What follows belongs to an exercise in optimizing a design on an open flow for small area, a short achievable clock period and few clock cycles per item; a production flow would make more cautious choices.
For this run, only the layout was checked, not whether the RTL still works.
Power is estimated from default activity; no workload was simulated.

==> flow/design.v <==
module alu_arbiter #(
    parameter int unsigned MUL_LAT = 3
) (
    input  logic        clk_i,
    input  logic        rst_i,
    input  logic        req0_valid_i,
    output logic        req0_ready_o,
    input  logic [2:0]  req0_op_i,
    input  logic [31:0] req0_src1_i,
    input  logic [31:0] req0_src2_i,
    input  logic        req1_valid_i,
    output logic        req1_ready_o,
    input  logic [2:0]  req1_op_i,
    input  logic [31:0] req1_src1_i,
    input  logic [31:0] req1_src2_i,
    output logic        rsp_valid_o,
    input  logic        rsp_ready_i,
    output logic        rsp_id_o,
    output logic [31:0] rsp_result_o,
    output logic        busy_o
);
    localparam logic [2:0] OP_AND = 3'b000;
    localparam logic [2:0] OP_XOR = 3'b001;
    localparam logic [2:0] OP_SLL = 3'b010;
    localparam logic [2:0] OP_SUB = 3'b100;
    localparam logic [2:0] OP_MUL = 3'b101;
    localparam logic [2:0] OP_SRA = 3'b111;
    logic        last_grant_q;    
    logic        ex_valid_q;      
    logic        ex_first_q;      
    logic [1:0]  ex_cnt_q;        
    logic [2:0]  ex_op_q;
    logic        ex_id_q;
    logic [31:0] ex_a_q;
    logic [31:0] ex_b_q;
    logic        rsp_valid_q;
    logic        rsp_id_q;
    logic [31:0] rsp_res_q;
    logic        out_free;        
    logic        ex_adv;          
    logic        ex_last;         
    logic        ex_done;
    logic        ex_free;         
    logic        grant;
    logic        accept;
    assign out_free = ~rsp_valid_q | rsp_ready_i;
    assign ex_adv   = ex_valid_q & out_free;
    assign ex_last  = (ex_op_q != OP_MUL) | (ex_cnt_q == 2'd0);
    assign ex_done  = ex_adv & ex_last;
    assign ex_free  = ~ex_valid_q | ex_done;
    assign grant  = req1_valid_i & (~req0_valid_i | ~last_grant_q);
    assign accept = (req0_valid_i | req1_valid_i) & ex_free;
    assign req0_ready_o = req0_valid_i & ~grant & ex_free;
    assign req1_ready_o = req1_valid_i &  grant & ex_free;
    logic [2:0]  sel_op;
    logic [31:0] sel_a;
    logic [31:0] sel_b;
    logic [1:0]  sel_cnt;
    assign sel_op = grant ? req1_op_i   : req0_op_i;
    assign sel_a  = grant ? req1_src1_i : req0_src1_i;
    assign sel_b  = grant ? req1_src2_i : req0_src2_i;
    always_comb begin
        if (sel_b[31:24] != 8'd0)      sel_cnt = 2'd3;
        else if (sel_b[23:16] != 8'd0) sel_cnt = 2'd2;
        else if (sel_b[15:8] != 8'd0)  sel_cnt = 2'd1;
        else                           sel_cnt = 2'd0;
    end
    always_ff @(posedge clk_i or posedge rst_i) begin
        if (rst_i) begin
            last_grant_q <= 1'b1;
            ex_valid_q   <= 1'b0;
            rsp_valid_q  <= 1'b0;
        end else begin
            if (accept) last_grant_q <= grant;
            if (ex_free) ex_valid_q <= accept;
            rsp_valid_q <= ex_done | (rsp_valid_q & ~rsp_ready_i);
        end
    end
    always_ff @(posedge clk_i) begin
        if (accept) begin
            ex_op_q    <= sel_op;
            ex_id_q    <= grant;
            ex_a_q     <= sel_a;
            ex_b_q     <= sel_b;
            ex_cnt_q   <= sel_cnt;
            ex_first_q <= 1'b1;
        end else if (ex_adv) begin
            ex_cnt_q   <= ex_cnt_q - 2'd1;
            ex_first_q <= 1'b0;
        end
    end
    logic        is_mul;
    logic        is_sub;
    logic        is_add;
    logic        is_sll;
    logic        is_sra;
    logic [7:0]  bsel;
    logic [7:0]  mbyte;
    logic [31:0] acc_t;
    logic        cin;
    logic [31:0] pp0, pp1, pp2, pp3, pp4, pp5, pp6, pp7;
    logic [31:0] row_a, row_b;
    logic [31:0] sum;
    logic [4:0]  sh;
    logic [31:0] sh_in;
    logic [31:0] sh_l1, sh_l2, sh_l3, sh_l4, sh_out;
    logic        fill;
    logic [31:0] sh_rev;
    logic [31:0] alu_res;
    assign is_mul = (ex_op_q == OP_MUL);
    assign is_sub = (ex_op_q == OP_SUB);
    assign is_add = (ex_op_q == 3'b011) | (ex_op_q == 3'b110) | is_sub;
    assign is_sll = (ex_op_q == OP_SLL);
    assign is_sra = (ex_op_q == OP_SRA);
    assign sh     = ex_b_q[4:0];
    always_comb begin
        case (ex_cnt_q)
            2'd0: bsel = ex_b_q[7:0];
            2'd1: bsel = ex_b_q[15:8];
            2'd2: bsel = ex_b_q[23:16];
            default: bsel = ex_b_q[31:24];
        endcase
    end
    assign mbyte = is_mul ? bsel : {7'd0, is_add};
    assign acc_t = ({32{is_mul & ~ex_first_q}} & {rsp_res_q[23:0], 8'd0})
                 | ({32{is_add}} & (ex_b_q ^ {32{is_sub}}));
    assign cin   = is_sub;
    assign pp0 = ex_a_q & {32{mbyte[0]}};
    assign pp1 = ex_a_q & {32{mbyte[1]}};
    assign pp2 = ex_a_q & {32{mbyte[2]}};
    assign pp3 = ex_a_q & {32{mbyte[3]}};
    assign pp4 = ex_a_q & {32{mbyte[4]}};
    assign pp5 = ex_a_q & {32{mbyte[5]}};
    assign pp6 = ex_a_q & {32{mbyte[6]}};
    assign pp7 = ex_a_q & {32{mbyte[7]}};
    logic t0, t1, t2, t3, t4, t5, t6, t7, t8, t9, t10, t11, t12, t13, t14, t15, t16, t17, t18, t19, t20, t21, t22, t23, t24, t25, t26, t27, t28, t29, t30, t31, t32, t33, t34, t35, t36, t37, t38, t39, t40, t41, t42, t43, t44, t45, t46, t47, t48, t49, t50, t51, t52, t53, t54, t55, t56, t57, t58, t59, t60, t61, t62, t63, t64, t65, t66, t67, t68, t69, t70, t71, t72, t73, t74, t75, t76, t77, t78, t79, t80, t81, t82, t83, t84, t85, t86, t87, t88, t89, t90, t91, t92, t93, t94, t95, t96, t97, t98, t99, t100, t101, t102, t103, t104, t105, t106, t107, t108, t109, t110, t111, t112, t113, t114, t115, t116, t117, t118, t119, t120, t121, t122, t123, t124, t125, t126, t127, t128, t129, t130, t131, t132, t133, t134, t135, t136, t137, t138, t139, t140, t141, t142, t143, t144, t145, t146, t147, t148, t149, t150, t151, t152, t153, t154, t155, t156, t157, t158, t159, t160, t161, t162, t163, t164, t165, t166, t167, t168, t169, t170, t171, t172, t173, t174, t175, t176, t177, t178, t179, t180, t181, t182, t183, t184, t185, t186, t187, t188, t189, t190, t191, t192, t193, t194, t195, t196, t197, t198, t199, t200, t201, t202, t203, t204, t205, t206, t207, t208, t209, t210, t211, t212, t213, t214, t215, t216, t217, t218, t219, t220, t221, t222, t223, t224, t225, t226, t227, t228, t229, t230, t231, t232, t233, t234, t235, t236, t237, t238, t239, t240, t241, t242, t243, t244, t245, t246, t247, t248, t249, t250, t251, t252, t253, t254, t255, t256, t257, t258, t259, t260, t261, t262, t263, t264, t265, t266, t267, t268, t269, t270, t271, t272, t273, t274, t275, t276, t277, t278, t279, t280, t281, t282, t283, t284, t285, t286, t287, t288, t289, t290, t291, t292, t293, t294, t295, t296, t297, t298, t299, t300, t301, t302, t303, t304, t305, t306, t307, t308, t309, t310, t311, t312, t313, t314, t315, t316, t317, t318, t319, t320, t321, t322, t323, t324, t325, t326, t327, t328, t329, t330, t331, t332, t333, t334, t335, t336, t337, t338, t339, t340, t341, t342, t343, t344, t345, t346, t347, t348, t349, t350, t351, t352, t353, t354, t355, t356, t357, t358, t359, t360, t361, t362, t363, t364, t365, t366, t367, t368, t369, t370, t371, t372, t373, t374, t375, t376, t377, t378, t379, t380, t381, t382, t383, t384, t385, t386;
    assign t0 = cin ^ acc_t[0] ^ pp0[0];
    assign t1 = (cin & acc_t[0]) | (cin & pp0[0]) | (acc_t[0] & pp0[0]);
    assign t2 = acc_t[1] ^ pp0[1] ^ pp1[0];
    assign t3 = (acc_t[1] & pp0[1]) | (acc_t[1] & pp1[0]) | (pp0[1] & pp1[0]);
    assign t4 = acc_t[2] ^ pp0[2] ^ pp1[1];
    assign t5 = (acc_t[2] & pp0[2]) | (acc_t[2] & pp1[1]) | (pp0[2] & pp1[1]);
    assign t6 = pp2[0] ^ t3 ^ t4;
    assign t7 = (pp2[0] & t3) | (pp2[0] & t4) | (t3 & t4);
    assign t8 = acc_t[3] ^ pp0[3] ^ pp1[2];
    assign t9 = (acc_t[3] & pp0[3]) | (acc_t[3] & pp1[2]) | (pp0[3] & pp1[2]);
    assign t10 = pp2[1] ^ pp3[0] ^ t5;
    assign t11 = (pp2[1] & pp3[0]) | (pp2[1] & t5) | (pp3[0] & t5);
    assign t12 = t8 ^ t10 ^ t7;
    assign t13 = (t8 & t10) | (t8 & t7) | (t10 & t7);
    assign t14 = acc_t[4] ^ pp0[4] ^ pp1[3];
    assign t15 = (acc_t[4] & pp0[4]) | (acc_t[4] & pp1[3]) | (pp0[4] & pp1[3]);
    assign t16 = pp2[2] ^ pp3[1] ^ pp4[0];
    assign t17 = (pp2[2] & pp3[1]) | (pp2[2] & pp4[0]) | (pp3[1] & pp4[0]);
    assign t18 = t9 ^ t14 ^ t16;
    assign t19 = (t9 & t14) | (t9 & t16) | (t14 & t16);
    assign t20 = t11 ^ t18 ^ t13;
    assign t21 = (t11 & t18) | (t11 & t13) | (t18 & t13);
    assign t22 = acc_t[5] ^ pp0[5] ^ pp1[4];
    assign t23 = (acc_t[5] & pp0[5]) | (acc_t[5] & pp1[4]) | (pp0[5] & pp1[4]);
    assign t24 = pp2[3] ^ pp3[2] ^ pp4[1];
    assign t25 = (pp2[3] & pp3[2]) | (pp2[3] & pp4[1]) | (pp3[2] & pp4[1]);
    assign t26 = pp5[0] ^ t15 ^ t17;
    assign t27 = (pp5[0] & t15) | (pp5[0] & t17) | (t15 & t17);
    assign t28 = t22 ^ t24 ^ t19;
    assign t29 = (t22 & t24) | (t22 & t19) | (t24 & t19);
    assign t30 = t26 ^ t28 ^ t21;
    assign t31 = (t26 & t28) | (t26 & t21) | (t28 & t21);
    assign t32 = acc_t[6] ^ pp0[6] ^ pp1[5];
    assign t33 = (acc_t[6] & pp0[6]) | (acc_t[6] & pp1[5]) | (pp0[6] & pp1[5]);
    assign t34 = pp2[4] ^ pp3[3] ^ pp4[2];
    assign t35 = (pp2[4] & pp3[3]) | (pp2[4] & pp4[2]) | (pp3[3] & pp4[2]);
    assign t36 = pp5[1] ^ pp6[0] ^ t23;
    assign t37 = (pp5[1] & pp6[0]) | (pp5[1] & t23) | (pp6[0] & t23);
    assign t38 = t25 ^ t32 ^ t34;
    assign t39 = (t25 & t32) | (t25 & t34) | (t32 & t34);
    assign t40 = t27 ^ t36 ^ t38;
    assign t41 = (t27 & t36) | (t27 & t38) | (t36 & t38);
    assign t42 = t29 ^ t40 ^ t31;
    assign t43 = (t29 & t40) | (t29 & t31) | (t40 & t31);
    assign t44 = acc_t[7] ^ pp0[7] ^ pp1[6];
    assign t45 = (acc_t[7] & pp0[7]) | (acc_t[7] & pp1[6]) | (pp0[7] & pp1[6]);
    assign t46 = pp2[5] ^ pp3[4] ^ pp4[3];
    assign t47 = (pp2[5] & pp3[4]) | (pp2[5] & pp4[3]) | (pp3[4] & pp4[3]);
    assign t48 = pp5[2] ^ pp6[1] ^ pp7[0];
    assign t49 = (pp5[2] & pp6[1]) | (pp5[2] & pp7[0]) | (pp6[1] & pp7[0]);
    assign t50 = t33 ^ t35 ^ t44;
    assign t51 = (t33 & t35) | (t33 & t44) | (t35 & t44);
    assign t52 = t46 ^ t48 ^ t37;
    assign t53 = (t46 & t48) | (t46 & t37) | (t48 & t37);
    assign t54 = t39 ^ t50 ^ t52;
    assign t55 = (t39 & t50) | (t39 & t52) | (t50 & t52);
    assign t56 = t41 ^ t54 ^ t43;
    assign t57 = (t41 & t54) | (t41 & t43) | (t54 & t43);
    assign t58 = acc_t[8] ^ pp0[8] ^ pp1[7];
    assign t59 = (acc_t[8] & pp0[8]) | (acc_t[8] & pp1[7]) | (pp0[8] & pp1[7]);
    assign t60 = pp2[6] ^ pp3[5] ^ pp4[4];
    assign t61 = (pp2[6] & pp3[5]) | (pp2[6] & pp4[4]) | (pp3[5] & pp4[4]);
    assign t62 = pp5[3] ^ pp6[2] ^ pp7[1];
    assign t63 = (pp5[3] & pp6[2]) | (pp5[3] & pp7[1]) | (pp6[2] & pp7[1]);
    assign t64 = t45 ^ t47 ^ t49;
    assign t65 = (t45 & t47) | (t45 & t49) | (t47 & t49);
    assign t66 = t58 ^ t60 ^ t62;
    assign t67 = (t58 & t60) | (t58 & t62) | (t60 & t62);
    assign t68 = t51 ^ t64 ^ t66;
    assign t69 = (t51 & t64) | (t51 & t66) | (t64 & t66);
    assign t70 = t53 ^ t68 ^ t55;
    assign t71 = (t53 & t68) | (t53 & t55) | (t68 & t55);
    assign t72 = acc_t[9] ^ pp0[9] ^ pp1[8];
    assign t73 = (acc_t[9] & pp0[9]) | (acc_t[9] & pp1[8]) | (pp0[9] & pp1[8]);
    assign t74 = pp2[7] ^ pp3[6] ^ pp4[5];
    assign t75 = (pp2[7] & pp3[6]) | (pp2[7] & pp4[5]) | (pp3[6] & pp4[5]);
    assign t76 = pp5[4] ^ pp6[3] ^ pp7[2];
    assign t77 = (pp5[4] & pp6[3]) | (pp5[4] & pp7[2]) | (pp6[3] & pp7[2]);
    assign t78 = t59 ^ t61 ^ t63;
    assign t79 = (t59 & t61) | (t59 & t63) | (t61 & t63);
    assign t80 = t72 ^ t74 ^ t76;
    assign t81 = (t72 & t74) | (t72 & t76) | (t74 & t76);
    assign t82 = t65 ^ t67 ^ t78;
    assign t83 = (t65 & t67) | (t65 & t78) | (t67 & t78);
    assign t84 = t80 ^ t69 ^ t82;
    assign t85 = (t80 & t69) | (t80 & t82) | (t69 & t82);
    assign t86 = acc_t[10] ^ pp0[10] ^ pp1[9];
    assign t87 = (acc_t[10] & pp0[10]) | (acc_t[10] & pp1[9]) | (pp0[10] & pp1[9]);
    assign t88 = pp2[8] ^ pp3[7] ^ pp4[6];
    assign t89 = (pp2[8] & pp3[7]) | (pp2[8] & pp4[6]) | (pp3[7] & pp4[6]);
    assign t90 = pp5[5] ^ pp6[4] ^ pp7[3];
    assign t91 = (pp5[5] & pp6[4]) | (pp5[5] & pp7[3]) | (pp6[4] & pp7[3]);
    assign t92 = t73 ^ t75 ^ t77;
    assign t93 = (t73 & t75) | (t73 & t77) | (t75 & t77);
    assign t94 = t86 ^ t88 ^ t90;
    assign t95 = (t86 & t88) | (t86 & t90) | (t88 & t90);
    assign t96 = t79 ^ t81 ^ t92;
    assign t97 = (t79 & t81) | (t79 & t92) | (t81 & t92);
    assign t98 = t94 ^ t83 ^ t96;
    assign t99 = (t94 & t83) | (t94 & t96) | (t83 & t96);
    assign t100 = acc_t[11] ^ pp0[11] ^ pp1[10];
    assign t101 = (acc_t[11] & pp0[11]) | (acc_t[11] & pp1[10]) | (pp0[11] & pp1[10]);
    assign t102 = pp2[9] ^ pp3[8] ^ pp4[7];
    assign t103 = (pp2[9] & pp3[8]) | (pp2[9] & pp4[7]) | (pp3[8] & pp4[7]);
    assign t104 = pp5[6] ^ pp6[5] ^ pp7[4];
    assign t105 = (pp5[6] & pp6[5]) | (pp5[6] & pp7[4]) | (pp6[5] & pp7[4]);
    assign t106 = t87 ^ t89 ^ t91;
    assign t107 = (t87 & t89) | (t87 & t91) | (t89 & t91);
    assign t108 = t100 ^ t102 ^ t104;
    assign t109 = (t100 & t102) | (t100 & t104) | (t102 & t104);
    assign t110 = t93 ^ t106 ^ t95;
    assign t111 = (t93 & t106) | (t93 & t95) | (t106 & t95);
    assign t112 = t108 ^ t97 ^ t110;
    assign t113 = (t108 & t97) | (t108 & t110) | (t97 & t110);
    assign t114 = acc_t[12] ^ pp0[12] ^ pp1[11];
    assign t115 = (acc_t[12] & pp0[12]) | (acc_t[12] & pp1[11]) | (pp0[12] & pp1[11]);
    assign t116 = pp2[10] ^ pp3[9] ^ pp4[8];
    assign t117 = (pp2[10] & pp3[9]) | (pp2[10] & pp4[8]) | (pp3[9] & pp4[8]);
    assign t118 = pp5[7] ^ pp6[6] ^ pp7[5];
    assign t119 = (pp5[7] & pp6[6]) | (pp5[7] & pp7[5]) | (pp6[6] & pp7[5]);
    assign t120 = t101 ^ t103 ^ t105;
    assign t121 = (t101 & t103) | (t101 & t105) | (t103 & t105);
    assign t122 = t114 ^ t116 ^ t118;
    assign t123 = (t114 & t116) | (t114 & t118) | (t116 & t118);
    assign t124 = t107 ^ t109 ^ t120;
    assign t125 = (t107 & t109) | (t107 & t120) | (t109 & t120);
    assign t126 = t122 ^ t111 ^ t124;
    assign t127 = (t122 & t111) | (t122 & t124) | (t111 & t124);
    assign t128 = acc_t[13] ^ pp0[13] ^ pp1[12];
    assign t129 = (acc_t[13] & pp0[13]) | (acc_t[13] & pp1[12]) | (pp0[13] & pp1[12]);
    assign t130 = pp2[11] ^ pp3[10] ^ pp4[9];
    assign t131 = (pp2[11] & pp3[10]) | (pp2[11] & pp4[9]) | (pp3[10] & pp4[9]);
    assign t132 = pp5[8] ^ pp6[7] ^ pp7[6];
    assign t133 = (pp5[8] & pp6[7]) | (pp5[8] & pp7[6]) | (pp6[7] & pp7[6]);
    assign t134 = t115 ^ t117 ^ t119;
    assign t135 = (t115 & t117) | (t115 & t119) | (t117 & t119);
    assign t136 = t128 ^ t130 ^ t132;
    assign t137 = (t128 & t130) | (t128 & t132) | (t130 & t132);
    assign t138 = t121 ^ t123 ^ t134;
    assign t139 = (t121 & t123) | (t121 & t134) | (t123 & t134);
    assign t140 = t136 ^ t125 ^ t138;
    assign t141 = (t136 & t125) | (t136 & t138) | (t125 & t138);
    assign t142 = acc_t[14] ^ pp0[14] ^ pp1[13];
    assign t143 = (acc_t[14] & pp0[14]) | (acc_t[14] & pp1[13]) | (pp0[14] & pp1[13]);
    assign t144 = pp2[12] ^ pp3[11] ^ pp4[10];
    assign t145 = (pp2[12] & pp3[11]) | (pp2[12] & pp4[10]) | (pp3[11] & pp4[10]);
    assign t146 = pp5[9] ^ pp6[8] ^ pp7[7];
    assign t147 = (pp5[9] & pp6[8]) | (pp5[9] & pp7[7]) | (pp6[8] & pp7[7]);
    assign t148 = t129 ^ t131 ^ t133;
    assign t149 = (t129 & t131) | (t129 & t133) | (t131 & t133);
    assign t150 = t142 ^ t144 ^ t146;
    assign t151 = (t142 & t144) | (t142 & t146) | (t144 & t146);
    assign t152 = t135 ^ t137 ^ t148;
    assign t153 = (t135 & t137) | (t135 & t148) | (t137 & t148);
    assign t154 = t150 ^ t139 ^ t152;
    assign t155 = (t150 & t139) | (t150 & t152) | (t139 & t152);
    assign t156 = acc_t[15] ^ pp0[15] ^ pp1[14];
    assign t157 = (acc_t[15] & pp0[15]) | (acc_t[15] & pp1[14]) | (pp0[15] & pp1[14]);
    assign t158 = pp2[13] ^ pp3[12] ^ pp4[11];
    assign t159 = (pp2[13] & pp3[12]) | (pp2[13] & pp4[11]) | (pp3[12] & pp4[11]);
    assign t160 = pp5[10] ^ pp6[9] ^ pp7[8];
    assign t161 = (pp5[10] & pp6[9]) | (pp5[10] & pp7[8]) | (pp6[9] & pp7[8]);
    assign t162 = t143 ^ t145 ^ t147;
    assign t163 = (t143 & t145) | (t143 & t147) | (t145 & t147);
    assign t164 = t156 ^ t158 ^ t160;
    assign t165 = (t156 & t158) | (t156 & t160) | (t158 & t160);
    assign t166 = t149 ^ t151 ^ t162;
    assign t167 = (t149 & t151) | (t149 & t162) | (t151 & t162);
    assign t168 = t164 ^ t153 ^ t166;
    assign t169 = (t164 & t153) | (t164 & t166) | (t153 & t166);
    assign t170 = acc_t[16] ^ pp0[16] ^ pp1[15];
    assign t171 = (acc_t[16] & pp0[16]) | (acc_t[16] & pp1[15]) | (pp0[16] & pp1[15]);
    assign t172 = pp2[14] ^ pp3[13] ^ pp4[12];
    assign t173 = (pp2[14] & pp3[13]) | (pp2[14] & pp4[12]) | (pp3[13] & pp4[12]);
    assign t174 = pp5[11] ^ pp6[10] ^ pp7[9];
    assign t175 = (pp5[11] & pp6[10]) | (pp5[11] & pp7[9]) | (pp6[10] & pp7[9]);
    assign t176 = t157 ^ t159 ^ t161;
    assign t177 = (t157 & t159) | (t157 & t161) | (t159 & t161);
    assign t178 = t170 ^ t172 ^ t174;
    assign t179 = (t170 & t172) | (t170 & t174) | (t172 & t174);
    assign t180 = t163 ^ t165 ^ t176;
    assign t181 = (t163 & t165) | (t163 & t176) | (t165 & t176);
    assign t182 = t178 ^ t167 ^ t180;
    assign t183 = (t178 & t167) | (t178 & t180) | (t167 & t180);
    assign t184 = acc_t[17] ^ pp0[17] ^ pp1[16];
    assign t185 = (acc_t[17] & pp0[17]) | (acc_t[17] & pp1[16]) | (pp0[17] & pp1[16]);
    assign t186 = pp2[15] ^ pp3[14] ^ pp4[13];
    assign t187 = (pp2[15] & pp3[14]) | (pp2[15] & pp4[13]) | (pp3[14] & pp4[13]);
    assign t188 = pp5[12] ^ pp6[11] ^ pp7[10];
    assign t189 = (pp5[12] & pp6[11]) | (pp5[12] & pp7[10]) | (pp6[11] & pp7[10]);
    assign t190 = t171 ^ t173 ^ t175;
    assign t191 = (t171 & t173) | (t171 & t175) | (t173 & t175);
    assign t192 = t184 ^ t186 ^ t188;
    assign t193 = (t184 & t186) | (t184 & t188) | (t186 & t188);
    assign t194 = t177 ^ t179 ^ t190;
    assign t195 = (t177 & t179) | (t177 & t190) | (t179 & t190);
    assign t196 = t192 ^ t181 ^ t194;
    assign t197 = (t192 & t181) | (t192 & t194) | (t181 & t194);
    assign t198 = acc_t[18] ^ pp0[18] ^ pp1[17];
    assign t199 = (acc_t[18] & pp0[18]) | (acc_t[18] & pp1[17]) | (pp0[18] & pp1[17]);
    assign t200 = pp2[16] ^ pp3[15] ^ pp4[14];
    assign t201 = (pp2[16] & pp3[15]) | (pp2[16] & pp4[14]) | (pp3[15] & pp4[14]);
    assign t202 = pp5[13] ^ pp6[12] ^ pp7[11];
    assign t203 = (pp5[13] & pp6[12]) | (pp5[13] & pp7[11]) | (pp6[12] & pp7[11]);
    assign t204 = t185 ^ t187 ^ t189;
    assign t205 = (t185 & t187) | (t185 & t189) | (t187 & t189);
    assign t206 = t198 ^ t200 ^ t202;
    assign t207 = (t198 & t200) | (t198 & t202) | (t200 & t202);
    assign t208 = t191 ^ t193 ^ t204;
    assign t209 = (t191 & t193) | (t191 & t204) | (t193 & t204);
    assign t210 = t206 ^ t195 ^ t208;
    assign t211 = (t206 & t195) | (t206 & t208) | (t195 & t208);
    assign t212 = acc_t[19] ^ pp0[19] ^ pp1[18];
    assign t213 = (acc_t[19] & pp0[19]) | (acc_t[19] & pp1[18]) | (pp0[19] & pp1[18]);
    assign t214 = pp2[17] ^ pp3[16] ^ pp4[15];
    assign t215 = (pp2[17] & pp3[16]) | (pp2[17] & pp4[15]) | (pp3[16] & pp4[15]);
    assign t216 = pp5[14] ^ pp6[13] ^ pp7[12];
    assign t217 = (pp5[14] & pp6[13]) | (pp5[14] & pp7[12]) | (pp6[13] & pp7[12]);
    assign t218 = t199 ^ t201 ^ t203;
    assign t219 = (t199 & t201) | (t199 & t203) | (t201 & t203);
    assign t220 = t212 ^ t214 ^ t216;
    assign t221 = (t212 & t214) | (t212 & t216) | (t214 & t216);
    assign t222 = t205 ^ t207 ^ t218;
    assign t223 = (t205 & t207) | (t205 & t218) | (t207 & t218);
    assign t224 = t220 ^ t209 ^ t222;
    assign t225 = (t220 & t209) | (t220 & t222) | (t209 & t222);
    assign t226 = acc_t[20] ^ pp0[20] ^ pp1[19];
    assign t227 = (acc_t[20] & pp0[20]) | (acc_t[20] & pp1[19]) | (pp0[20] & pp1[19]);
    assign t228 = pp2[18] ^ pp3[17] ^ pp4[16];
    assign t229 = (pp2[18] & pp3[17]) | (pp2[18] & pp4[16]) | (pp3[17] & pp4[16]);
    assign t230 = pp5[15] ^ pp6[14] ^ pp7[13];
    assign t231 = (pp5[15] & pp6[14]) | (pp5[15] & pp7[13]) | (pp6[14] & pp7[13]);
    assign t232 = t213 ^ t215 ^ t217;
    assign t233 = (t213 & t215) | (t213 & t217) | (t215 & t217);
    assign t234 = t226 ^ t228 ^ t230;
    assign t235 = (t226 & t228) | (t226 & t230) | (t228 & t230);
    assign t236 = t219 ^ t221 ^ t232;
    assign t237 = (t219 & t221) | (t219 & t232) | (t221 & t232);
    assign t238 = t234 ^ t223 ^ t236;
    assign t239 = (t234 & t223) | (t234 & t236) | (t223 & t236);
    assign t240 = acc_t[21] ^ pp0[21] ^ pp1[20];
    assign t241 = (acc_t[21] & pp0[21]) | (acc_t[21] & pp1[20]) | (pp0[21] & pp1[20]);
    assign t242 = pp2[19] ^ pp3[18] ^ pp4[17];
    assign t243 = (pp2[19] & pp3[18]) | (pp2[19] & pp4[17]) | (pp3[18] & pp4[17]);
    assign t244 = pp5[16] ^ pp6[15] ^ pp7[14];
    assign t245 = (pp5[16] & pp6[15]) | (pp5[16] & pp7[14]) | (pp6[15] & pp7[14]);
    assign t246 = t227 ^ t229 ^ t231;
    assign t247 = (t227 & t229) | (t227 & t231) | (t229 & t231);
    assign t248 = t240 ^ t242 ^ t244;
    assign t249 = (t240 & t242) | (t240 & t244) | (t242 & t244);
    assign t250 = t233 ^ t235 ^ t246;
    assign t251 = (t233 & t235) | (t233 & t246) | (t235 & t246);
    assign t252 = t248 ^ t237 ^ t250;
    assign t253 = (t248 & t237) | (t248 & t250) | (t237 & t250);
    assign t254 = acc_t[22] ^ pp0[22] ^ pp1[21];
    assign t255 = (acc_t[22] & pp0[22]) | (acc_t[22] & pp1[21]) | (pp0[22] & pp1[21]);
    assign t256 = pp2[20] ^ pp3[19] ^ pp4[18];
    assign t257 = (pp2[20] & pp3[19]) | (pp2[20] & pp4[18]) | (pp3[19] & pp4[18]);
    assign t258 = pp5[17] ^ pp6[16] ^ pp7[15];
    assign t259 = (pp5[17] & pp6[16]) | (pp5[17] & pp7[15]) | (pp6[16] & pp7[15]);
    assign t260 = t241 ^ t243 ^ t245;
    assign t261 = (t241 & t243) | (t241 & t245) | (t243 & t245);
    assign t262 = t254 ^ t256 ^ t258;
    assign t263 = (t254 & t256) | (t254 & t258) | (t256 & t258);
    assign t264 = t247 ^ t249 ^ t260;
    assign t265 = (t247 & t249) | (t247 & t260) | (t249 & t260);
    assign t266 = t262 ^ t251 ^ t264;
    assign t267 = (t262 & t251) | (t262 & t264) | (t251 & t264);
    assign t268 = acc_t[23] ^ pp0[23] ^ pp1[22];
    assign t269 = (acc_t[23] & pp0[23]) | (acc_t[23] & pp1[22]) | (pp0[23] & pp1[22]);
    assign t270 = pp2[21] ^ pp3[20] ^ pp4[19];
    assign t271 = (pp2[21] & pp3[20]) | (pp2[21] & pp4[19]) | (pp3[20] & pp4[19]);
    assign t272 = pp5[18] ^ pp6[17] ^ pp7[16];
    assign t273 = (pp5[18] & pp6[17]) | (pp5[18] & pp7[16]) | (pp6[17] & pp7[16]);
    assign t274 = t255 ^ t257 ^ t259;
    assign t275 = (t255 & t257) | (t255 & t259) | (t257 & t259);
    assign t276 = t268 ^ t270 ^ t272;
    assign t277 = (t268 & t270) | (t268 & t272) | (t270 & t272);
    assign t278 = t261 ^ t263 ^ t274;
    assign t279 = (t261 & t263) | (t261 & t274) | (t263 & t274);
    assign t280 = t276 ^ t265 ^ t278;
    assign t281 = (t276 & t265) | (t276 & t278) | (t265 & t278);
    assign t282 = acc_t[24] ^ pp0[24] ^ pp1[23];
    assign t283 = (acc_t[24] & pp0[24]) | (acc_t[24] & pp1[23]) | (pp0[24] & pp1[23]);
    assign t284 = pp2[22] ^ pp3[21] ^ pp4[20];
    assign t285 = (pp2[22] & pp3[21]) | (pp2[22] & pp4[20]) | (pp3[21] & pp4[20]);
    assign t286 = pp5[19] ^ pp6[18] ^ pp7[17];
    assign t287 = (pp5[19] & pp6[18]) | (pp5[19] & pp7[17]) | (pp6[18] & pp7[17]);
    assign t288 = t269 ^ t271 ^ t273;
    assign t289 = (t269 & t271) | (t269 & t273) | (t271 & t273);
    assign t290 = t282 ^ t284 ^ t286;
    assign t291 = (t282 & t284) | (t282 & t286) | (t284 & t286);
    assign t292 = t275 ^ t277 ^ t288;
    assign t293 = (t275 & t277) | (t275 & t288) | (t277 & t288);
    assign t294 = t290 ^ t279 ^ t292;
    assign t295 = (t290 & t279) | (t290 & t292) | (t279 & t292);
    assign t296 = acc_t[25] ^ pp0[25] ^ pp1[24];
    assign t297 = (acc_t[25] & pp0[25]) | (acc_t[25] & pp1[24]) | (pp0[25] & pp1[24]);
    assign t298 = pp2[23] ^ pp3[22] ^ pp4[21];
    assign t299 = (pp2[23] & pp3[22]) | (pp2[23] & pp4[21]) | (pp3[22] & pp4[21]);
    assign t300 = pp5[20] ^ pp6[19] ^ pp7[18];
    assign t301 = (pp5[20] & pp6[19]) | (pp5[20] & pp7[18]) | (pp6[19] & pp7[18]);
    assign t302 = t283 ^ t285 ^ t287;
    assign t303 = (t283 & t285) | (t283 & t287) | (t285 & t287);
    assign t304 = t296 ^ t298 ^ t300;
    assign t305 = (t296 & t298) | (t296 & t300) | (t298 & t300);
    assign t306 = t289 ^ t291 ^ t302;
    assign t307 = (t289 & t291) | (t289 & t302) | (t291 & t302);
    assign t308 = t304 ^ t293 ^ t306;
    assign t309 = (t304 & t293) | (t304 & t306) | (t293 & t306);
    assign t310 = acc_t[26] ^ pp0[26] ^ pp1[25];
    assign t311 = (acc_t[26] & pp0[26]) | (acc_t[26] & pp1[25]) | (pp0[26] & pp1[25]);
    assign t312 = pp2[24] ^ pp3[23] ^ pp4[22];
    assign t313 = (pp2[24] & pp3[23]) | (pp2[24] & pp4[22]) | (pp3[23] & pp4[22]);
    assign t314 = pp5[21] ^ pp6[20] ^ pp7[19];
    assign t315 = (pp5[21] & pp6[20]) | (pp5[21] & pp7[19]) | (pp6[20] & pp7[19]);
    assign t316 = t297 ^ t299 ^ t301;
    assign t317 = (t297 & t299) | (t297 & t301) | (t299 & t301);
    assign t318 = t310 ^ t312 ^ t314;
    assign t319 = (t310 & t312) | (t310 & t314) | (t312 & t314);
    assign t320 = t303 ^ t305 ^ t316;
    assign t321 = (t303 & t305) | (t303 & t316) | (t305 & t316);
    assign t322 = t318 ^ t307 ^ t320;
    assign t323 = (t318 & t307) | (t318 & t320) | (t307 & t320);
    assign t324 = acc_t[27] ^ pp0[27] ^ pp1[26];
    assign t325 = (acc_t[27] & pp0[27]) | (acc_t[27] & pp1[26]) | (pp0[27] & pp1[26]);
    assign t326 = pp2[25] ^ pp3[24] ^ pp4[23];
    assign t327 = (pp2[25] & pp3[24]) | (pp2[25] & pp4[23]) | (pp3[24] & pp4[23]);
    assign t328 = pp5[22] ^ pp6[21] ^ pp7[20];
    assign t329 = (pp5[22] & pp6[21]) | (pp5[22] & pp7[20]) | (pp6[21] & pp7[20]);
    assign t330 = t311 ^ t313 ^ t315;
    assign t331 = (t311 & t313) | (t311 & t315) | (t313 & t315);
    assign t332 = t324 ^ t326 ^ t328;
    assign t333 = (t324 & t326) | (t324 & t328) | (t326 & t328);
    assign t334 = t317 ^ t319 ^ t330;
    assign t335 = (t317 & t319) | (t317 & t330) | (t319 & t330);
    assign t336 = t332 ^ t321 ^ t334;
    assign t337 = (t332 & t321) | (t332 & t334) | (t321 & t334);
    assign t338 = acc_t[28] ^ pp0[28] ^ pp1[27];
    assign t339 = (acc_t[28] & pp0[28]) | (acc_t[28] & pp1[27]) | (pp0[28] & pp1[27]);
    assign t340 = pp2[26] ^ pp3[25] ^ pp4[24];
    assign t341 = (pp2[26] & pp3[25]) | (pp2[26] & pp4[24]) | (pp3[25] & pp4[24]);
    assign t342 = pp5[23] ^ pp6[22] ^ pp7[21];
    assign t343 = (pp5[23] & pp6[22]) | (pp5[23] & pp7[21]) | (pp6[22] & pp7[21]);
    assign t344 = t325 ^ t327 ^ t329;
    assign t345 = (t325 & t327) | (t325 & t329) | (t327 & t329);
    assign t346 = t338 ^ t340 ^ t342;
    assign t347 = (t338 & t340) | (t338 & t342) | (t340 & t342);
    assign t348 = t331 ^ t333 ^ t344;
    assign t349 = (t331 & t333) | (t331 & t344) | (t333 & t344);
    assign t350 = t346 ^ t335 ^ t348;
    assign t351 = (t346 & t335) | (t346 & t348) | (t335 & t348);
    assign t352 = acc_t[29] ^ pp0[29] ^ pp1[28];
    assign t353 = (acc_t[29] & pp0[29]) | (acc_t[29] & pp1[28]) | (pp0[29] & pp1[28]);
    assign t354 = pp2[27] ^ pp3[26] ^ pp4[25];
    assign t355 = (pp2[27] & pp3[26]) | (pp2[27] & pp4[25]) | (pp3[26] & pp4[25]);
    assign t356 = pp5[24] ^ pp6[23] ^ pp7[22];
    assign t357 = (pp5[24] & pp6[23]) | (pp5[24] & pp7[22]) | (pp6[23] & pp7[22]);
    assign t358 = t339 ^ t341 ^ t343;
    assign t359 = (t339 & t341) | (t339 & t343) | (t341 & t343);
    assign t360 = t352 ^ t354 ^ t356;
    assign t361 = (t352 & t354) | (t352 & t356) | (t354 & t356);
    assign t362 = t345 ^ t347 ^ t358;
    assign t363 = (t345 & t347) | (t345 & t358) | (t347 & t358);
    assign t364 = t360 ^ t349 ^ t362;
    assign t365 = (t360 & t349) | (t360 & t362) | (t349 & t362);
    assign t366 = acc_t[30] ^ pp0[30] ^ pp1[29];
    assign t367 = (acc_t[30] & pp0[30]) | (acc_t[30] & pp1[29]) | (pp0[30] & pp1[29]);
    assign t368 = pp2[28] ^ pp3[27] ^ pp4[26];
    assign t369 = (pp2[28] & pp3[27]) | (pp2[28] & pp4[26]) | (pp3[27] & pp4[26]);
    assign t370 = pp5[25] ^ pp6[24] ^ pp7[23];
    assign t371 = (pp5[25] & pp6[24]) | (pp5[25] & pp7[23]) | (pp6[24] & pp7[23]);
    assign t372 = t353 ^ t355 ^ t357;
    assign t373 = (t353 & t355) | (t353 & t357) | (t355 & t357);
    assign t374 = t366 ^ t368 ^ t370;
    assign t375 = (t366 & t368) | (t366 & t370) | (t368 & t370);
    assign t376 = t359 ^ t361 ^ t372;
    assign t377 = (t359 & t361) | (t359 & t372) | (t361 & t372);
    assign t378 = t374 ^ t363 ^ t376;
    assign t379 = (t374 & t363) | (t374 & t376) | (t363 & t376);
    assign t380 = acc_t[31] ^ pp0[31] ^ pp1[30];
    assign t381 = pp2[29] ^ pp3[28] ^ pp4[27];
    assign t382 = pp5[26] ^ pp6[25] ^ pp7[24];
    assign t383 = t367 ^ t369 ^ t371;
    assign t384 = t380 ^ t381 ^ t382;
    assign t385 = t373 ^ t375 ^ t383;
    assign t386 = t384 ^ t377 ^ t385;
    assign row_a = {t379, t365, t351, t337, t323, t309, t295, t281, t267, t253, t239, t225, t211, t197, t183, t169, t155, t141, t127, t113, t99, t85, t84, t70, t56, t42, t30, t20, t12, t6, t1, t0};
    assign row_b = {t386, t378, t364, t350, t336, t322, t308, t294, t280, t266, t252, t238, t224, t210, t196, t182, t168, t154, t140, t126, t112, t98, t71, t57, 1'b0, 1'b0, 1'b0, 1'b0, 1'b0, 1'b0, t2, 1'b0};
    assign sum = row_a + row_b;
    always_comb begin
        for (int i = 0; i < 32; i++) begin
            sh_in[i]  = is_sll ? ex_a_q[31 - i] : ex_a_q[i];
        end
    end
    assign fill   = is_sra & ex_a_q[31];
    assign sh_l1  = sh[0] ? {fill, sh_in[31:1]}           : sh_in;
    assign sh_l2  = sh[1] ? {{2{fill}}, sh_l1[31:2]}      : sh_l1;
    assign sh_l3  = sh[2] ? {{4{fill}}, sh_l2[31:4]}      : sh_l2;
    assign sh_l4  = sh[3] ? {{8{fill}}, sh_l3[31:8]}      : sh_l3;
    assign sh_out = sh[4] ? {{16{fill}}, sh_l4[31:16]}    : sh_l4;
    always_comb begin
        for (int i = 0; i < 32; i++) begin
            sh_rev[i] = sh_out[31 - i];
        end
    end
    always_comb begin
        case (ex_op_q)
            OP_AND:  alu_res = ex_a_q & ex_b_q;
            OP_XOR:  alu_res = ex_a_q ^ ex_b_q;
            OP_SLL:  alu_res = sh_rev;
            OP_SRA:  alu_res = sh_out;
            default: alu_res = sum;
        endcase
    end
    always_ff @(posedge clk_i) begin
        if (ex_adv) begin
            rsp_res_q <= alu_res;
            rsp_id_q  <= ex_id_q;
        end
    end
    assign rsp_valid_o  = rsp_valid_q;
    assign rsp_id_o     = rsp_id_q;
    assign rsp_result_o = rsp_res_q;
    assign busy_o       = ex_valid_q | rsp_valid_q;
endmodule
==> flow/run.sh <==
#!/bin/bash
# synth_recipe.tcl (not shown) runs the flow's synth.tcl, then flattens the netlist and writes it again
# the make line also repeats each setting of config.mk as NAME=value (left out here)
make -C /OpenROAD-flow-scripts/flow DESIGN_CONFIG=/design/flow/config.mk WORK_HOME=/design/flow/orfs CLKGATE_MAP_FILE= SYNTH_SCRIPT=/design/flow/synth_recipe.tcl finish
==> flow/config.mk <==
export PLATFORM = sky130hd
export DESIGN_NAME = alu_arbiter
export DESIGN_NICKNAME = alu_arbiter
export VERILOG_FILES = /design/flow/design.v
export SDC_FILE = /design/flow/constraint.sdc
export NUM_CORES = 4
export LEC_CHECK = 0
export ABC_CLOCK_PERIOD_IN_PS = 4000
export CAP_MARGIN = 20
export CORE_MARGIN = 2
export CORE_UTILIZATION = 40
export SETUP_SLACK_MARGIN = 4.5
export SLEW_MARGIN = 20
==> flow/constraint.sdc <==
create_clock -name core_clock -period 9.0 [get_ports {clk_i}]
set_input_delay 1.8000 -clock core_clock [delete_from_list [all_inputs] [get_ports {clk_i}]]
set_output_delay 1.8000 -clock core_clock [all_outputs]
set_load 0.01 [all_outputs]
==> notes.md <==
==> sequential cells by signal, indices dropped and copies added, names as in the netlist <==
register and cells:
ex_a_q 32, ex_b_q 32, ex_cnt_q 2, ex_first_q 1, ex_id_q 1, ex_op_q 3
ex_valid_q 1, last_grant_q 1, rsp_id_q 1, rsp_res_q 32, rsp_valid_q 1
==> metal layers <==
metal,vias up,wire length (µm),global-route usage
met5,-,0,0
met4,0,4040,0.1589
met3,180,5075,0.05367
met2,746,29490,0.4814
met1,7015,25480,0.3850
li1,6055,-,-
==> path summary, 6_finish.rpt <==
check | startpoint | slack (ns) | end | depth (start not counted)
worst max-delay path | ex_cnt_q[0] | 2.55 | rsp_res_q[24] | 24
worst min-delay path | ex_id_q | 0.42 | rsp_id_q | 0
worst max register to register | ex_cnt_q[0] | 2.55 | rsp_res_q[24] | 24
worst min register to register | ex_id_q | 0.42 | rsp_id_q | 0
max in group asynchronous | rst_i | 7.20 | last_grant_q | 2
min in group asynchronous | rst_i | 1.58 | rsp_valid_q | 2
==> stage by stage <==
step | cells | instance area, µm²
finish | 2449 | 20720
global placement | 2347 | 18850
floorplan | 1722 | 16670
global route | 2445 | 20710
CTS | 2428 | 20370
detailed placement | 2347 | 18850
==> logic make-up (layout without fill, tap and decap cells) <==
logic type / Yosys count / after routing / share of synthesized area
AOI/OAI and AO/OA: 260 / 261 / 0.1048
xor gates and xnor gates: 71 / 71 / 0.03853
adders and majority gates: 251 / 251 / 0.2762
buffers and inverters: 427 / 617 / 0.1002
DFF: 107 / 107 / 0.1933
muxes: 185 / 185 / 0.1505
other: 0 / 4 / 0
and+or+nand+nor: 421 / 421 / 0.1364
==> power by group through the flow <==
stage	logic (µW)	registers (µW)	clock network, µW
6_report	4360	1060	418
5_1_grt	4660	1060	445
4_1_cts	4090	1040	425
2_1_floorplan	2390	896	0
3_3_place_gp	3530	1070	0
3_5_place_dp	3540	1060	0
==> area by class of cell <==
type / count / area [µm²]
Fill cell: 3730 / 20020
Clock inverter: 7 / 81.33
Multi-Input combinational cell: 1189 / 12430
Timing Repair inverter: 1 / 5.005
Clock buffer: 9 / 225.2
Inverter: 316 / 1194
Timing Repair Buffer: 284 / 2914
Sequential cell: 107 / 3189
Antenna cell: 4 / 10.01
Tap cell: 532 / 665.6
==> synth_stat cells, types with 5 or more instances <==
| master | number |
|---|---|
| a211oi_1 | 11 |
| o211ai_1 | 5 |
| a22oi_1 | 15 |
| nand2_1 | 116 |
| a21o_1 | 12 |
| edfxtp_1 | 103 |
| nor2_1 | 38 |
| fa_1 | 189 |
| o21ai_0 | 55 |
| buf_1 | 13 |
| xnor2_1 | 52 |
| inv_1 | 313 |
| a211o_1 | 6 |
| nor2b_1 | 11 |
| a21oi_1 | 59 |
| ha_1 | 61 |
| mux2i_1 | 62 |
| nor4_1 | 6 |
| o22ai_1 | 22 |
| and2_1 | 205 |
| o21a_1 | 7 |
| nand3_1 | 10 |
| mux2_2 | 79 |
| mux4_2 | 42 |
| xor2_1 | 18 |
| clkbuf_1 | 78 |
| o22a_1 | 9 |
| buf_2 | 13 |
| buf_4 | 5 |
| o21ai_1 | 11 |
| nand4_1 | 5 |
| nor3_1 | 10 |
==> what timing repair did <==
item	4_1_cts	5_1_grt
resized for setup	130	38
gates cloned	8	0
buffers inserted	57	17
pin swaps	45	31
setup endpoints to repair	101	32
==> results by group <==
Worst hold path
  • Min-delay worst type: reg2reg

Logic synthesis
  • Sequential share of the synthesized area: 0.1933
  • Number of enable flip-flop cells after synthesis: 103
  • Synth Register Bits: 107
  • Syn_area_per_cell: 9.580 µm²
  • Synth warn: 1
  • Top post-synthesis cells by area: fa_1, edfxtp_1, and2_1
  • Top_reg_cell synth: edfxtp_1
  • Cell variety after synth: 77
  • Post-Synthesis Cells: 1722
  • Mapped cell area: 16500 µm²
  • Post-synth top area share: 0.2294
  • Post-synth ARST share: 0.02804
  • Syn_nets: 2111
  • Area leader, netlist: fa_1

Placement
  • GP Congestion: 1.041
  • Hpwl dp: 45760 µm
  • Placement Setup Slack: 1.808 ns
  • IO buf count: 175

Drt
  • Via Count: 14000
  • Initial drt markers: 1515
  • DRC: 0
  • Drt first pass iters: 6
  • Post-DRT Antenna Nets: 0
  • Via/cell ratio: 5.715
  • Final wirelength: 64090 µm
  • Routed length per instance: 26.17 µm

Clocking
  • H-tree depth: 3
  • Clock transition at path regs: 0.08 ns
  • Total CTS buffers: 9
  • Sink Count: 107
  • Clk buf depth: 2
  • CTS tree: done
  • Clock root buffer master: clkbuf_16
  • Cts hold-fix bufs: 0
  • Clk latency of the worst-skew pair: 0.38 ns

STA
  • Slew @ Worst Pin: 1.139 ns
  • Crit share post-route: 0.7171
  • Min Tclk post-route: 6.454 ns
  • Clock Skew: 0.01451 ns
  • RSZ-0062 raised after global routing: true
  • PnR worst setup slack: 2.546 ns
  • # setup viols final: 0
  • Min Hold Slack: 0.4218 ns
  • Slew margin rel.: 0.2327
  • Final hold vios: 0
  • Setup tns final: 0 ns
  • Fmax: 155.0 MHz
  • Slew Viols, Final: 0

Final layout
  • Layout cells sized above 1: 0.2023
  • P&R area growth vs syn: 25.59%
  • Commonest non-fill, non-tap cells in the layout: inv_1, and2_1, fa_1
  • Post-layout util: 0.5086
  • Fin nets: 2297
  • Most common library cell in the layout ignoring fill and taps: inv_1

Critical path
  • Most frequent CP cell: fa_2
  • Worst Setup Start Kind: flop
  • Crit-path slowest cell: fa_1
  • Req. time, crit path: 9.08 ns
  • Crit. End Element: flop
  • CP bufs+invs: 5
  • Crit-path max FO: 6
  • Delay-heaviest family, CP: adder cells
  • Worst path cell trace: buf_6 > ha_4 > a222oi_1 > o21a_1 > o21ai_4 > buf_12 > and2_4 > fa_1 > fa_2 > fa_2 > fa_2 > inv_2 > fa_2 > inv_2 > fa_2 > inv_2 > fa_2 > o41ai_4 > a21oi_4 > o31ai_4 > a41oi_2 > o21ai_1 > xnor2_1 > a22oi_1
  • Setup CP Type: reg2reg
  • WP data arrival: 6.53 ns
  • Largest stage delay, worst path: 0.50 ns

Pwr
  • Power per Cell Area: 281.7 nW/µm²
  • Sw frac: 0.5115
  • Total power: 5836 µW
  • Clk pwr share: 0.072
  • Combinational power share: 0.748
  • Max rail drop VDD: 0.1358 mV
  • Sequential power share: 0.181
  • Int Power: 2851 µW
  • P_sw: 2985 µW
  • Leak pwr: 0.008714 µW

Floorplan
  • Die W: 207.1 µm
  • Die Area: 42880 µm²
  • Chip height: 207.1 µm
  • FP Rows: 74
  • Io pins: 176
  • Core footprint: 40740 µm²
  • Starting utilization of the core area: 0.4049

Status
  • Run status: complete, no violations

Global routing
  • GR Overflow Total: 0
  • GRT Overall Usage: 0.2992
  • Antenna violations before repair: 3
  • Number of global-route vias before repair: 14640
  • First-pass GRT wire length: 95370 µm
  • Pin count of the biggest net entering global routing: 49

Flow run
  • Max cap viols: 0

==> static timing again, ports no longer ideal <==
The flow's constraints put no driver on any port. The routed layout listed below was extracted and timed again, unchanged, in two steps.
Step 1: set_driving_cell puts a clkbuf_16 on clk_i and a buf_2 on each other input, an assumption about the parent block.
Step 2 also shifts input and output timing later by t, the mid clock arrival at the registers, as if the neighbouring blocks saw the same clock.
a / b / c = ideal / step 1 / step 2; a / b = the first two.
t (ns): 0.419
slack for setup (ns): 2.546 / 2.546 / 2.546
hold WS [ns]: 0.422 / 0.422 / 0.422
worst register clock-pin slew, ns: 0.09 / 0.09
worst data-port slew with drivers (ns): 0.06
After both steps setup and hold are still met in this run. The setup slack of this run moves by 0.000 ns with the drivers and by 0.000 ns with both steps.
